This design comes from an exercise in tuning for small area, a short achievable clock period and few clock cycles per item on the open sky130 flow, not from production work.
RTL that was checked went through simulation tests only; none was proved equivalent to the original.
The RTL of run 3 was laid out without a check of its function.
The clock input has no modelled driver; a real chip could not lean on it and would need a root buffer or a full tree.
Power is estimated from default activity; no workload was simulated.

--- flow/design.v ---
`timescale 1ns / 1ps
package acm_pkg;
    localparam int MAX_PATTERN = 64;
    localparam int ADDR_W      = $clog2(MAX_PATTERN);
    localparam int IDX_W       = $clog2(MAX_PATTERN + 1);
    localparam int POS_W       = 16;
    typedef enum logic {
        CMD_PATTERN = 1'b0,
        CMD_TEXT    = 1'b1
    } cmd_t;
endpackage
`timescale 1ns / 1ps
module acm_ram #(
    parameter int WIDTH = 8,
    parameter int DEPTH = 64
) (
    input  logic                     aclk,
    input  logic                     we,
    input  logic [$clog2(DEPTH)-1:0] waddr,
    input  logic [WIDTH-1:0]         wdata,
    input  logic [$clog2(DEPTH)-1:0] raddr,
    output logic [WIDTH-1:0]         rdata
);
    logic [WIDTH-1:0] mem [DEPTH];
    always_ff @(posedge aclk) begin
        if (we) begin
            mem[waddr] <= wdata;
        end
        rdata <= mem[raddr];
    end
endmodule
`timescale 1ns / 1ps
module apostolico_crochemore_matcher_core (
    input  logic             aclk,
    input  logic             aresetn,
    input  logic             s_valid,
    output logic             s_ready,
    input  logic             s_cmd,
    input  logic [7:0]       s_data,
    input  logic             s_last,
    output logic             m_valid,
    input  logic             m_ready,
    output logic             m_found,
    output logic [acm_pkg::POS_W-1:0] m_position
);
    localparam int N     = acm_pkg::MAX_PATTERN;    
    localparam int AW    = acm_pkg::ADDR_W;         
    localparam int IW    = acm_pkg::IDX_W;          
    localparam int POS_W = acm_pkg::POS_W;
    logic             sv, scmd, slast;      
    logic [7:0]       sdata;
    logic             iv, icmd, ilast;      
    logic [7:0]       idata;
    logic             acc, hold, rdy;
    assign acc = s_valid && rdy;
    always_ff @(posedge aclk) begin
        if (!hold) begin
            idata <= sv ? sdata : s_data;
            icmd  <= sv ? scmd  : s_cmd;
            ilast <= sv ? slast : s_last;
        end else if (!sv) begin
            sdata <= s_data;
            scmd  <= s_cmd;
            slast <= s_last;
        end
    end
    always_ff @(posedge aclk) begin
        if (!aresetn) begin
            iv  <= 1'b0;
            sv  <= 1'b0;
            rdy <= 1'b1;
        end else if (!hold) begin
            iv  <= sv || acc;
            sv  <= 1'b0;
            rdy <= 1'b1;
        end else begin
            sv  <= sv || acc;
            rdy <= !(sv || acc);
        end
    end
    logic             loading, have, restart;
    logic [IW-1:0]    kcnt;         
    logic [IW-1:0]    wc;           
    logic [POS_W-1:0] pc;           
    logic [AW-1:0]    h, hl;        
    logic             rv, ov, r_stall;
    logic [IW-1:0]    idx;
    logic             pat_go, txt_go, scan, wr, counted;
    logic [IW-1:0]    kcnt_new;
    assign r_stall = rv && ov && !m_ready;
    assign idx     = loading ? kcnt : '0;
    assign hold    = iv && (icmd ? r_stall : (loading && !kcnt[IW-1] && hl != '0));
    assign pat_go  = iv && !icmd && !hold;
    assign txt_go  = iv && icmd && !hold;
    assign scan    = txt_go && have;
    assign wr      = pat_go && !idx[IW-1];
    assign kcnt_new = idx[IW-1] ? idx : idx + IW'(1);
    assign counted  = (wc[IW-1:1] == '0);
    always_ff @(posedge aclk) begin
        if (!aresetn) begin
            loading <= 1'b0;
            have    <= 1'b0;
            kcnt    <= '0;
            h       <= '0;
            hl      <= '0;
        end else begin
            h  <= (wr && idx == '0) ? '0 : h + AW'(1);
            hl <= wr ? '0 : hl + AW'(1);
            if (pat_go) begin
                loading <= !ilast;
                kcnt    <= kcnt_new;
                have    <= ilast;
            end
        end
    end
    always_ff @(posedge aclk) begin
        if (pat_go && ilast) begin
            wc      <= kcnt_new;
            restart <= 1'b1;
        end else if (scan) begin
            if (counted) begin
                pc <= restart ? '0 : pc + POS_W'(1);
            end
            if (ilast) begin
                wc      <= kcnt;
                restart <= 1'b1;
            end else if (counted) begin
                restart <= 1'b0;
            end else begin
                wc <= wc - IW'(1);
            end
        end
    end
    logic [7:0] ring [N];
    always_ff @(posedge aclk) begin
        ring[0] <= wr ? idata : ring[N-1];
        for (int s = 1; s < N; s++) ring[s] <= ring[s-1];
    end
    logic [N-1:0] g, first, lastp;
    genvar gs;
    generate
        for (gs = 0; gs < N; gs++) begin : g_slot
            logic eq;
            assign eq        = (ring[gs] == idata);
            assign first[gs] = (h == AW'(gs));
            assign lastp[gs] = (hl == AW'((gs + 1) % N));
            always_ff @(posedge aclk) begin
                if (scan) begin
                    g[gs] <= (first[gs] || g[gs]) && eq;
                end else begin
                    g[gs] <= g[(gs + N - 1) % N];
                end
            end
        end
    endgenerate
    logic             rfirst, rf_hold, rfound, rcnt;
    logic             o_take;
    logic [POS_W:0]   od;
    assign rfound = rfirst ? (rcnt && |(g & lastp)) : rf_hold;
    assign o_take = !ov || m_ready;
    always_ff @(posedge aclk) begin
        if (!aresetn) begin
            rv <= 1'b0;
            ov <= 1'b0;
        end else begin
            if (txt_go) begin
                rv <= 1'b1;
            end else if (o_take) begin
                rv <= 1'b0;
            end
            if (o_take) begin
                ov <= rv;
            end
        end
    end
    always_ff @(posedge aclk) begin
        rfirst  <= txt_go;
        rf_hold <= rfound;
        if (txt_go) begin
            rcnt  <= have && counted;
        end
        if (o_take) begin
            od <= {rfound, rcnt ? pc : POS_W'(0)};
        end
    end
    assign s_ready    = rdy;
    assign m_valid    = ov;
    assign m_found    = od[POS_W];
    assign m_position = od[POS_W-1:0];
endmodule
--- flow/flow/run.sh ---
#!/bin/bash
set -euo pipefail
export FLOW_CLOCK_PORT=aclk
bash standard.sh SETUP_SLACK_MARGIN=5.4 \
  "CTS_ARGS=-sink_clustering_enable -repair_clock_nets -sink_clustering_size 20 -sink_clustering_max_diameter 60 -buf_list sky130_fd_sc_hd__clkbuf_8 -root_buf sky130_fd_sc_hd__clkbuf_16 -dont_use_dummy_load" \
  "PRE_CTS_TCL=$PWD/flow/cts_hook.tcl" \
  finish > flow_standard.log 2>&1
--- flow/flow/cts_hook.tcl ---
rename clock_tree_synthesis my_orig_clock_tree_synthesis
proc clock_tree_synthesis { args } {
  my_orig_clock_tree_synthesis {*}$args
  set block [ord::get_db_block]
  set port_net [$block findNet $::env(FLOW_CLOCK_PORT)]
  set root ""
  foreach it [$port_net getITerms] {
    if { [$it getIoType] eq "INPUT" } {
      if { $root ne "" } { puts "cts_hook: clock port has more than one load, left as is"; return }
      set root [$it getInst]
    }
  }
  if { $root eq "" } { puts "cts_hook: no root buffer found"; return }
  set root_net [[$root findITerm X] getNet]
  set loads {}
  foreach it [$root_net getITerms] {
    if { [$it getInst] != $root } { lappend loads $it }
  }
  if { [llength $loads] > 4 } { puts "cts_hook: root buffer has [llength $loads] loads, left as is"; return }
  foreach it $loads { $it disconnect; $it connect $port_net }
  [$root findITerm A] disconnect
  [$root findITerm X] disconnect
  puts "cts_hook: removed [$root getName]; clock port now drives [llength $loads] buffers"
  odb::dbInst_destroy $root
  odb::dbNet_destroy $root_net
}
--- flow/standard.sh ---
#!/bin/bash
# synth_recipe.tcl (not shown) runs the flow's synth.tcl, then flattens the netlist and writes it again
# the make line also repeats each setting of config.mk as NAME=value (left out here)
make -C /OpenROAD-flow-scripts/flow DESIGN_CONFIG=/design/flow/config.mk WORK_HOME=/design/flow/orfs CLKGATE_MAP_FILE= SYNTH_SCRIPT=/design/flow/synth_recipe.tcl "${@:-finish}"
--- flow/config.mk ---
export PLATFORM = sky130hd
export DESIGN_NAME = apostolico_crochemore_matcher_core
export DESIGN_NICKNAME = apostolico_crochemore_matcher_core
export VERILOG_FILES = /design/flow/design.v
export SDC_FILE = /design/flow/constraint.sdc
export NUM_CORES = 4
export LEC_CHECK = 0
export CAP_MARGIN = 20
export CORE_MARGIN = 2
export CORE_UTILIZATION = 70
export SLEW_MARGIN = 20
--- flow/constraint.sdc ---
create_clock -name core_clock -period 8.0 [get_ports {aclk}]
set_input_delay 1.6000 -clock core_clock [delete_from_list [all_inputs] [get_ports {aclk}]]
set_output_delay 1.6000 -clock core_clock [all_outputs]
set_load 0.01 [all_outputs]
==> results of run 1 <==
-- path summary, 6_finish.rpt --
| kind | start | to | slack [ns] | cells past startpoint |
|---|---|---|---|---|
| worst max-delay path | m_ready | g[46] | 5.42 | 8 |
| worst min-delay path | ring[12][1] | ring[13][1] | 0.29 | 0 |
| worst max register to register | hl[0] | od[16] | 5.48 | 8 |
| worst min register to register | ring[12][1] | ring[13][1] | 0.29 | 0 |
-- placed cells by master, fill, tap and decap left out, drive strengths merged, types with 7 or more instances in the layout --
cell type	instances
mux2	19
a21o	33
o21ai	13
nor2	47
inv	21
xnor2	521
nor2b	10
a21oi	88
clkdlybuf4s15	10
nand2	67
nor3	7
buf	48
and2	32
nand4	133
xor2	16
ha	12
edfxtp	61
clkdlybuf4s50	11
mux2i	8
a22oi	11
o41ai	33
and3	10
nand3	21
clkbuf	50
nor4	33
dfxtp	605
-- Yosys cell counts, types with 8 or more instances --
cell / instances
edfxtp_1: 61
clkbuf_1: 42
a21o_1: 32
and2_1: 32
a21oi_1: 88
o21ai_0: 12
nand3_1: 21
nor2b_1: 10
and3_1: 10
o41ai_1: 33
nand2_1: 64
mux2i_1: 8
buf_1: 27
nand4_1: 133
mux2_2: 12
nor2_1: 47
ha_1: 12
dfxtp_1: 605
inv_1: 21
a22oi_1: 11
buf_2: 28
xnor2_1: 521
nor4_1: 33
xor2_1: 16
-- flip-flops by register name, summed over array words and instances, names as in the netlist, 6 cells and up --
signal  flops
idata       8
wc          7
ring      512
sdata       8
g          64
hl          6
od         17
kcnt        7
pc         16
h           6
-- power breakdown --
group	internal [uW]	switching, uW
Combinational	177	218
Sequential	3430	56.5
Clock	513	929
Total	4120	1200
-- final cells by class --
type                       count  area share (%)
clock buffer                  41            2.41
inverter                      21           0.321
multi-input combinational   1164            36.6
timing repair buffer          80            3.41
sequential                   666            55.1
tap                          442            2.19
-- timing repair --
action | 4_1_cts | 5_1_grt
gates cloned | 7 | 2
pin swaps | 20 | 17
resized for setup | 108 | 51
setup endpoints to repair | 173 | 100
setup buffers | 13 | 11
-- cell families (layout without fill, tap and decap cells) --
family	count (synthesis)	in the layout	synth area share (%)
DFF	666	666	60.5
xor gates and xnor gates	537	537	20.4
and+or+nand+nor	375	378	8.89
AOI/OAI and AO/OA	210	210	6.04
buffers and inverters	120	142	2.14
muxes	27	27	1.39
adders and majority gates	12	12	0.651
-- through the flow --
step                      std cells  worst slack [ns]  util [%]  hold slack, ns  power (uW)
after global placement         2340              4.11      73.0           0.353        3930
after detailed placement       2340              4.03      73.0           0.355        3930
final                          2414              5.42      78.0           0.290        5330
after floorplan                1947              5.28         -           0.350        3830
after global routing           2414              5.36      78.0           0.291        5500
after CTS                      2401              5.30      77.0           0.290        5330
-- worst max-delay path, cell delays in order --
cell and delay (ns):
buf_6 0.07, nor2b_4 0.05, a21oi_4 0.20, buf_4 0.14, buf_4 0.10, buf_4 0.15
nand2_8 0.15, o41ai_2 0.39
-- per-layer routing --
metal / vias to the layer above / routed length [um] / part of all wire, %
li1: 6647 / - / -
met1: 7004 / 22900 / 44
met2: 448 / 24200 / 46
met3: 139 / 3190 / 6.1
met4: 0 / 2110 / 4.0
met5: - / 0 / 0
==> results.sh, run 1 <==
export IMPL_outcome="no timing/DRC/antenna violations"
export IMPL_antenna_found_initial=1
export IMPL_drc_errors=0
export IMPL_slew_viol_final=0
export IMPL_track_usage_pct=30.2
export IMPL_ys_ff_latch=666
export IMPL_numPortBuffers=32
export IMPL_fin_crit_sh_pct=32.2
export IMPL_rows=66
export IMPL_crit_fanout=15
export IMPL_drtAntennaViolNets=0
export IMPL_rsz0062_at_grt="false"
export IMPL_dieArea_mm2=0.0344
export IMPL_hpwl_mm=32.4
export IMPL_start_util_pct=71.0
export IMPL_synth_edf_count=61
export IMPL_worstMarginPinSlew_ns=0.946
export IMPL_yosys_area_top_type="dfxtp_1"
export IMPL_use_met1_pct=41.3
export IMPL_ys_warn_count=2
export IMPL_drive_gt1_share_pct=10.3
export IMPL_diodes=0
export IMPL_worstPathArrival_ns=2.87
export IMPL_cp_end_kind="flop"
export IMPL_final_net_count=2000
export IMPL_hold_class="flop to flop"
export IMPL_placed_cell_area_mm2=0.0237
export IMPL_skew_ns=0.0671
export IMPL_yosysSeqAreaShare_pct=60.5
export IMPL_core_area_mm2=0.0325
export IMPL_syn_area_mm2=0.0231
export IMPL_max_freq_mhz=388
export IMPL_crit_type="input pin to flop"
export IMPL_synth_cell_types=52
export IMPL_grt_pass1_vias=14100
export IMPL_grt_overflow_total=0
export IMPL_clk_latency_ns=0.38
export IMPL_drtIter0Drc=1245
export IMPL_syn_avg_cell_area_um2=11.8
export IMPL_critPathRequiredTime_ns=8.29
export IMPL_peakVddDrop_mv=0.164
export IMPL_die_h_um=185
export IMPL_start_kind="input pin"
export IMPL_grt_use_met3_pct=4.77
export IMPL_gp_congestion=0.939
export IMPL_synth_ff_type="dfxtp_1"
export IMPL_synth_async_reset_ratio_pct=0
export IMPL_vias=14200
export IMPL_grt_start_max_net_pins=50
export IMPL_drv_cap=0
export IMPL_area_delta_synth_final_pct=9.79
export IMPL_multi_input_area_mm2=0.00926
export IMPL_grt_busiest_layer="met2"
export IMPL_wire_per_inst_um=21.7
export IMPL_p_per_area_mw_per_mm2=210
export IMPL_setup_tns_ns=0
export IMPL_relSlewSlack_pct=36.9
export IMPL_synth_top_cells_by_area="dfxtp_1 53%, xnor2_1 20%, edfxtp_1 7.9%, nand4_1 3.6%, a21oi_1 1.9%"
export IMPL_wl_mm=52.3
export IMPL_regArea_mm2=0.0139
export IMPL_first_pass_iters=6
export IMPL_hold_buffers=0
export IMPL_ios=33
export IMPL_synth_top_area_share_pct=52.5
export IMPL_die_x_um=185
export IMPL_syn_num_nets=1973
export IMPL_clkSlewWorstSetupHoldPaths_ns=0.12
export IMPL_finalSetupViolations=0
export IMPL_hold_violations=0
export IMPL_cts_sinks=666
export IMPL_p_leak_uw=0.00875
export IMPL_met2_usage_pct=49.3
export IMPL_min_period_ns=2.58
export IMPL_viasPerCell=5.90
export IMPL_nFillCells=2108
export IMPL_synthCells=1947
export IMPL_final_cell_area_mm2=0.0253
export IMPL_grt_pass1_wl_mm=79.5
Testbench counts, summed over its fixed seeds: cycles 28,267, text beats 26,169.
==> inputs of run 2 (changes only) <==
==> flow/flow/run.sh (replaced) <==
#!/bin/bash
set -euo pipefail
export FLOW_CLOCK_PORT=aclk
bash standard.sh SETUP_SLACK_MARGIN=5.5 \
  "CTS_ARGS=-sink_clustering_enable -repair_clock_nets -sink_clustering_size 18 -sink_clustering_max_diameter 60 -buf_list sky130_fd_sc_hd__clkbuf_8 -root_buf sky130_fd_sc_hd__clkbuf_16 -dont_use_dummy_load" \
  "PRE_CTS_TCL=$PWD/flow/cts_hook.tcl" \
  finish > flow_standard.log 2>&1
==> run 2 against run 1 <==
Non-clock buffer count grew 12; setup slack worse by 0.052 ns; power rose by 0.54%; synthesized cell count is the same; core utilization up 1.5 points; clock skew shrank 0.027 ns; flip-flop and latch count unchanged; clock power hardly changed; via count decreased by 0.55%; maximum frequency is 2.0% lower; critical endpoint is now pc[8]; largest cell class unchanged; highest routed layer unchanged.
==> results.sh, run 2 <==
export IMPL_outcome="no timing/DRC/antenna violations"
export IMPL_synth_top_cells_by_area="dfxtp_1 53%, xnor2_1 20%, edfxtp_1 7.9%, nand4_1 3.6%, a21oi_1 1.9%"
export IMPL_top_layer="met4"
export IMPL_synth_top_area_share_pct=52.5
export IMPL_ys_ff_latch=666
export IMPL_setup_tns_ns=0
export IMPL_track_usage_pct=28.5
export IMPL_p_leak_uw=0.00918
export IMPL_synth_edf_count=61
export IMPL_drive_gt1_share_pct=12.6
export IMPL_rrSetupSlack_ns=5.52
export IMPL_rows=66
export IMPL_largestRegisters="ring: 512 flops, g: 64 flops, od: 17 flops"
export IMPL_drtAntennaViolNets=0
export IMPL_syn_area_mm2=0.0231
export IMPL_largest_register="ring"
export IMPL_largest_reg_flops=512
export IMPL_diodes=0
export IMPL_syn_avg_cell_area_um2=11.8
export IMPL_min_period_ns=2.63
export IMPL_critPathRequiredTime_ns=8.06
export IMPL_skew_ns=0.0400
export IMPL_p_int_uw=4150
export IMPL_synth_async_reset_ratio_pct=0
export IMPL_p_per_area_mw_per_mm2=208
export IMPL_final_net_count=2014
export IMPL_nFillCells=2009
export IMPL_finalSetupViolations=0
export IMPL_grt_pass1_wl_mm=76.5
export IMPL_wl_met2_mm=23.7
export IMPL_switching_power_uw=1210
export IMPL_fin_crit_sh_pct=32.8
export IMPL_grt_pass1_vias=14000
export IMPL_drc_errors=0
export IMPL_crit_type="input pin to flop"
export IMPL_start_util_pct=71.0
export IMPL_ys_warn_count=2
export IMPL_first_pass_iters=8
export IMPL_ios=33
export IMPL_relSlewSlack_pct=22.3
export IMPL_drv_cap=0
export IMPL_die_h_um=185
export IMPL_hold_violations=0
export IMPL_switching_share_pct=22.5
export IMPL_viasPerCell=5.83
export IMPL_final_cell_mix="599 x dfxtp_1, 521 x xnor2_1, 133 x nand4_1"
export IMPL_crit_fanout=5
export IMPL_wire_per_inst_um=21.0
export IMPL_clock_power_share_pct=27.4
export IMPL_area_delta_synth_final_pct=11.8
export IMPL_hpwl_mm=31.4
export IMPL_hold_buffers=0
export IMPL_yosys_area_top_type="dfxtp_1"
export IMPL_yosysMostFrequentCell="dfxtp_1"
export IMPL_yosysSeqAreaShare_pct=60.5
export IMPL_clkSlewWorstSetupHoldPaths_ns=0.11
export IMPL_wl_mm=51.0
export IMPL_dieArea_mm2=0.0344
export IMPL_synth_cell_types=52
export IMPL_p_seq_share_pct=65.2
export IMPL_synth_ff_type="dfxtp_1"
export IMPL_ys_top_cells_by_count="605 x dfxtp_1, 521 x xnor2_1, 133 x nand4_1"
export IMPL_layout_commonest_cell="dfxtp_1"
export IMPL_wl_met3_mm=2.65
export IMPL_power_uw=5350
export IMPL_vias=14200
export IMPL_die_x_um=185
export IMPL_worstPathArrival_ns=2.68
export IMPL_syn_num_nets=1973
export IMPL_slew_viol_final=0
export IMPL_grt_start_max_net_pins=41
export IMPL_core_area_mm2=0.0325
export IMPL_rsz0062_at_grt="true"
export IMPL_clk_latency_ns=0.37
export IMPL_start_kind="input pin"
export IMPL_peakVddDrop_mv=0.192
export IMPL_antenna_found_initial=0
export IMPL_numPortBuffers=32
export IMPL_grt_overflow_total=0
export IMPL_gp_congestion=0.918
export IMPL_cp_end_kind="flop"
export IMPL_cts_sinks=666
export IMPL_max_freq_mhz=381
export IMPL_power_frac_comb_pct=7.4
export IMPL_synthCells=1947
export IMPL_worstMarginPinSlew_ns=1.16
export IMPL_drtIter0Drc=1108
export IMPL_wl_met1_mm=23.1
export IMPL_hold_class="flop to flop"
==> run 2: cell counts after synthesis <==
No cell type changed its count.
==> run 2: power groups by stage <==
stage / registers (uW) / clock network (uW) / logic [uW]
2_1_floorplan: 3540 / 0 / 289
3_3_place_gp: 3560 / 0 / 358
3_5_place_dp: 3560 / 0 / 367
4_1_cts: 3490 / 1480 / 380
5_1_grt: 3500 / 1610 / 427
6_report: 3490 / 1470 / 398
==> run 2: final timing paths <==
path,start,end,cells past startpoint
max reg2reg,hl[0],wc[1],7
min reg2reg,ring[47][4],ring[48][4],0
min,ring[47][4],ring[48][4],0
max,m_ready,pc[8],9
==> run 2: layout make-up <==
class	instances	area (um^2)	area share (%)
clock buffer	43	637	2.47
inverter	21	81.3	0.315
multi-input combinational	1164	9560	37.1
sequential	666	14000	54.1
tap	442	553	2.15
timing repair buffer	92	1000	3.88
==> run 2: cells by family after synthesis <==
group | synth area share [%]
AND/OR/NAND/NOR | 8.89
adder cells (fa/ha/maj) | 0.651
XOR/XNOR | 20.4
buffers and inverters | 2.14
multiplexers | 1.39
AO/OA/AOI/OAI | 6.04
flip-flops | 60.5
==> run 2: stage by stage <==
step / hold slack, ns / area [um^2] / utilization, % / setup slack (ns) / std cells
after floorplan: 0.350 / 23100 / - / 5.28 / 1947
after CTS: 0.339 / 25000 / 77.0 / 5.41 / 2408
after detailed placement: 0.355 / 23700 / 73.0 / 4.06 / 2339
final: 0.341 / 25800 / 79.4 / 5.37 / 2428
after global placement: 0.351 / 23700 / 73.0 / 4.14 / 2339
after global routing: 0.348 / 25800 / 79.4 / 5.34 / 2428
==> run 2: worst max-delay path, stage by stage <==
cell and delay [ns]:
buf_6 0.08, nor2b_4 0.04, a21oi_4 0.17, buf_12 0.14, nand2_8 0.07, buf_6 0.18, nor2b_4 0.16, buf_12 0.14
buf_12 0.11
==> run 2: what timing repair did <==
action                     in CTS  in global routing
pin swaps                      17                 56
resized for setup             149                 97
setup endpoints to repair     179                 95
cloned                          7                  5
setup buffers                  19                 15
==> run 2: per-layer routing <==
layer,vias up,GRT usage (%)
li1,6691,-
met1,6906,40.4
met2,430,46.3
met3,132,4.11
met4,0,7.30
met5,-,0
==> inputs of run 3 (changes only) <==
--- a/flow/design.v
+++ b/flow/design.v
@@ -78,56 +78,73 @@
             rdy <= !(sv || acc);
         end
     end
-    logic             loading, have, restart;
+    logic             loading, have, restart, pwait, counted;
     logic [IW-1:0]    kcnt;         
     logic [IW-1:0]    wc;           
     logic [POS_W-1:0] pc;           
     logic [AW-1:0]    h, hl;        
     logic             rv, ov, r_stall;
     logic [IW-1:0]    idx;
-    logic             pat_go, txt_go, scan, wr, counted;
-    logic [IW-1:0]    kcnt_new;
+    logic             pat_go, txt_go, scan, wr;
+    logic [IW-1:0]    kcnt_new, wc_n;
+    logic             loading_n;
+    logic [IW-1:0]    kcnt_n;
+    logic [AW-1:0]    hl_n;
     assign r_stall = rv && ov && !m_ready;
     assign idx     = loading ? kcnt : '0;
-    assign hold    = iv && (icmd ? r_stall : (loading && !kcnt[IW-1] && hl != '0));
+    assign hold    = iv && (icmd ? r_stall : pwait);
     assign pat_go  = iv && !icmd && !hold;
     assign txt_go  = iv && icmd && !hold;
     assign scan    = txt_go && have;
     assign wr      = pat_go && !idx[IW-1];
     assign kcnt_new = idx[IW-1] ? idx : idx + IW'(1);
-    assign counted  = (wc[IW-1:1] == '0);
+    assign loading_n = pat_go ? !ilast : loading;
+    assign kcnt_n    = pat_go ? kcnt_new : kcnt;
+    assign hl_n      = wr ? '0 : hl + AW'(1);
     always_ff @(posedge aclk) begin
         if (!aresetn) begin
             loading <= 1'b0;
             have    <= 1'b0;
+            pwait   <= 1'b0;
             kcnt    <= '0;
             h       <= '0;
             hl      <= '0;
         end else begin
-            h  <= (wr && idx == '0) ? '0 : h + AW'(1);
-            hl <= wr ? '0 : hl + AW'(1);
+            loading <= loading_n;
+            kcnt    <= kcnt_n;
+            h       <= (wr && idx == '0) ? '0 : h + AW'(1);
+            hl      <= hl_n;
+            pwait   <= loading_n && !kcnt_n[IW-1] && hl_n != '0;
             if (pat_go) begin
-                loading <= !ilast;
-                kcnt    <= kcnt_new;
-                have    <= ilast;
-            end
-        end
-    end
-    always_ff @(posedge aclk) begin
+                have <= ilast;
+            end
+        end
+    end
+    always_comb begin
+        wc_n = wc;
         if (pat_go && ilast) begin
-            wc      <= kcnt_new;
+            wc_n = kcnt_new;
+        end else if (scan) begin
+            if (ilast) begin
+                wc_n = kcnt;
+            end else if (!counted) begin
+                wc_n = wc - IW'(1);
+            end
+        end
+    end
+    always_ff @(posedge aclk) begin
+        wc      <= wc_n;
+        counted <= (wc_n[IW-1:1] == '0);
+        if (pat_go && ilast) begin
             restart <= 1'b1;
         end else if (scan) begin
             if (counted) begin
                 pc <= restart ? '0 : pc + POS_W'(1);
             end
             if (ilast) begin
-                wc      <= kcnt;
                 restart <= 1'b1;
             end else if (counted) begin
                 restart <= 1'b0;
-            end else begin
-                wc <= wc - IW'(1);
             end
         end
     end
==> flow/flow/run.sh (replaced) <==
#!/bin/bash
set -euo pipefail
export FLOW_CLOCK_PORT=aclk
bash standard.sh SETUP_SLACK_MARGIN=5.5 \
  "CTS_ARGS=-sink_clustering_enable -repair_clock_nets -sink_clustering_size 20 -sink_clustering_max_diameter 60 -buf_list sky130_fd_sc_hd__clkbuf_8 -dont_use_dummy_load" \
  "PRE_CTS_TCL=$PWD/flow/cts_hook.tcl" \
  finish > flow_standard.log 2>&1
==> run 3 against run 2 <==
Highest routed layer unchanged; maximum frequency shrank 4.2%; still clean; first-iteration DRC count shrank 15%; power shrank 2.2%; register-to-register slack gained 0.06 ns; core utilization shrank 2.8 points; count of clock-buffer cells in the layout shrank 3; via count shrank 1.7%; synthesized cell count grew 2.7%; flip-flop and latch count grew 2; die area grew 0.89%; sequential power is essentially flat.
==> results.sh, run 3 <==
export IMPL_cp_top_family="simple AND/OR/NAND/NOR gates"
export IMPL_max_freq_mhz=365
export IMPL_die_x_um=186
export IMPL_dieArea_mm2=0.0347
export IMPL_ys_warn_count=2
export IMPL_hold_class="flop to flop"
export IMPL_rsz0062_at_grt="true"
export IMPL_crit_fanout=6
export IMPL_switching_share_pct=22.5
export IMPL_yosys_area_top_type="dfxtp_1"
export IMPL_layout_commonest_cell="dfxtp_1"
export IMPL_critPathRequiredTime_ns=8.34
export IMPL_regArea_mm2=0.0139
export IMPL_largest_reg_flops=512
export IMPL_core_area_mm2=0.0326
export IMPL_antenna_found_initial=0
export IMPL_clock_power_share_pct=26.3
export IMPL_final_cell_area_mm2=0.0250
export IMPL_skew_ns=0.0502
export IMPL_final_net_count=2033
export IMPL_worstMarginPinSlew_ns=1.05
export IMPL_crit_type="input pin to flop"
export IMPL_hpwl_mm=31.4
export IMPL_first_pass_iters=5
export IMPL_p_seq_share_pct=66.6
export IMPL_synth_edf_count=55
export IMPL_peakVddDrop_mv=0.219
export IMPL_drc_errors=0
export IMPL_start_util_pct=71.3
export IMPL_yosysSeqAreaShare_pct=59.9
export IMPL_syn_area_mm2=0.0233
export IMPL_area_delta_synth_final_pct=7.45
export IMPL_wl_met3_mm=2.13
export IMPL_finalSetupViolations=0
export IMPL_drtAntennaViolNets=0
export IMPL_path_cells="buf_6 > and3b_2 > or3_4 > a211o_1 > a22o_1 > nor4_2"
export IMPL_cp_end_kind="flop"
export IMPL_cpPeakStageDelay_ns=0.40
export IMPL_syn_avg_cell_area_um2=11.6
export IMPL_largestRegisters="ring: 512 flops, g: 64 flops, od: 17 flops"
export IMPL_slew_viol_final=0
export IMPL_drv_cap=0
export IMPL_die_h_um=186
export IMPL_viasPerCell=5.69
export IMPL_track_usage_pct=27.5
export IMPL_wire_per_inst_um=19.1
export IMPL_wl_met1_mm=22.0
export IMPL_relSlewSlack_pct=29.8
export IMPL_synth_ff_type="dfxtp_1"
export IMPL_final_cell_mix="608 x dfxtp_1, 523 x xnor2_1, 136 x nand4_1"
export IMPL_final_util_pct=76.6
export IMPL_clk_latency_ns=0.42
export IMPL_path_buf_inv=1
export IMPL_grt_start_max_net_pins=61
export IMPL_outcome="no timing/DRC/antenna violations"
export IMPL_fin_crit_sh_pct=34.3
export IMPL_synth_cell_types=62
export IMPL_power_uw=5240
export IMPL_vias=13900
export IMPL_numPortBuffers=32
export IMPL_clkSlewWorstSetupHoldPaths_ns=0.11
export IMPL_hold_buffers=0
export IMPL_rows=66
export IMPL_top_layer="met4"
export IMPL_ys_top_cells_by_count="613 x dfxtp_1, 523 x xnor2_1, 136 x nand4_1"
export IMPL_setup_tns_ns=0
export IMPL_switching_power_uw=1180
export IMPL_placed_cell_area_mm2=0.0242
export IMPL_gp_congestion=0.858
export IMPL_diodes=0
export IMPL_rrSetupSlack_ns=5.58
export IMPL_cp_slowest_cell="or3_4"
export IMPL_p_leak_uw=0.00854
export IMPL_p_int_uw=4060
export IMPL_drive_gt1_share_pct=9.83
export IMPL_synthCells=2000
export IMPL_nFillCells=2211
export IMPL_hold_violations=0
export IMPL_grt_overflow_total=0
export IMPL_largest_register="ring"
export IMPL_ios=33
export IMPL_syn_num_nets=2026
export IMPL_synth_top_area_share_pct=52.8
export IMPL_p_per_area_mw_per_mm2=210
export IMPL_grt_pass1_wl_mm=75.0
export IMPL_holdWs_ns=0.336
export IMPL_drtIter0Drc=940
export IMPL_start_kind="input pin"
export IMPL_grt_pass1_vias=14000
export IMPL_wl_mm=46.6
export IMPL_min_period_ns=2.74
export IMPL_multi_input_area_mm2=0.00929
export IMPL_yosysMostFrequentCell="dfxtp_1"
export IMPL_power_frac_comb_pct=7.1
export IMPL_wl_met2_mm=21.4
export IMPL_synth_top_cells_by_area="dfxtp_1 53%, xnor2_1 20%, edfxtp_1 7.1%, nand4_1 3.7%, a21oi_1 1.9%"
export IMPL_ys_ff_latch=668
export IMPL_cts_sinks=668
export IMPL_worstPathArrival_ns=3.08
export IMPL_synth_async_reset_ratio_pct=0
[run 3: cell types whose count changed after synthesis, moves of 5 or more]
| cell | delta |
|---|---|
| a22oi_1 | -5 |
| dfxtp_1 | +8 |
| a2111oi_0 | -5 |
| clkbuf_1 | +20 |
| o21ai_0 | +7 |
| nand2_1 | +32 |
| buf_1 | -17 |
| mux2_4 | -7 |
| edfxtp_1 | -6 |
| buf_2 | +6 |
[run 3: cell families (layout without fill, tap and decap cells)]
logic type	count (synthesis)	after routing	synth area share (%)
flip-flops	668	668	59.9
AO/OA/AOI/OAI	216	216	6.07
AND/OR/NAND/NOR	418	420	9.76
multiplexers	21	21	1.19
buffers and inverters	129	132	2.30
XOR/XNOR	536	536	20.2
adder cells (fa/ha/maj)	12	12	0.645
[run 3: stage by stage]
stage | instances | setup slack (ns)
after detailed placement | 2384 | 3.88
final | 2447 | 5.26
after global routing | 2447 | 5.18
after global placement | 2384 | 3.99
after floorplan | 2000 | 5.04
after CTS | 2442 | 5.27
[run 3: layout make-up]
class	instances	area share, %
repair buffers	71	2.33
flip-flops and latches	668	55.7
clock buffers	40	2.20
multi-input cells	1205	37.2
inverters	21	0.345
well taps	442	2.21
[run 3: timing repair]
| action | CTS | global route |
|---|---|---|
| pin swaps | 9 | 1 |
| buffers inserted | 16 | 5 |
| hold endpoints to repair | 0 | 0 |
| cloned | 2 | 0 |
| endpoints found under the setup margin | 159 | 52 |
| resized for setup | 104 | 23 |
[run 3: layer usage]
layer  GRT usage (%)  vias to the layer above
met1            39.2                     6740
met5               0                        -
met2            44.7                      305
met3            3.23                       83
met4            7.75                        0
li1                -                     6796
[run 3: power by group through the flow]
| stage | clock, uW | combinational (uW) | sequential (uW) |
|---|---|---|---|
| global route | 1530 | 402 | 3500 |
| global placement | 0 | 355 | 3560 |
| detailed placement | 0 | 364 | 3560 |
| floorplan | 0 | 290 | 3550 |
| finish | 1380 | 369 | 3490 |
| CTS | 1410 | 367 | 3490 |
[run 3: path summary, 6_finish.rpt]
kind | startpoint | endpoint | cells past startpoint
max reg2reg | loading | counted | 9
min | ring[0][3] | ring[1][3] | 0
max | m_ready | counted | 6
min reg2reg | ring[0][3] | ring[1][3] | 0

[re-timing with driven ports]
The results above use ideal ports. As a check the final layouts listed here were re-extracted and re-timed, cells and wires unchanged. Step 1, drivers: a clkbuf_16 drives aclk and a buf_2 each remaining input, both assumed. Step 2, shift: input delay + t, output delay - t, t = (earliest + latest rising clock arrival at the registers) / 2. This alone moves slack from input paths to output paths. Three values: ideal, step 1, step 2; two values: the first two.
run	t, ns	slack for setup (ns)	worst data-port slew with drivers (ns)
run 1	0.450	5.425 / 5.330 / 5.037	0.04
run 2	0.447	5.373 / 5.376 / 4.986	0.04
run 3	0.484	5.259 / 5.305 / 4.822	0.04
After both steps setup and hold are still met in every run listed. For run 3, which loses most, drivers alone change the setup slack by +0.046 ns; drivers and shift together by -0.437 ns.
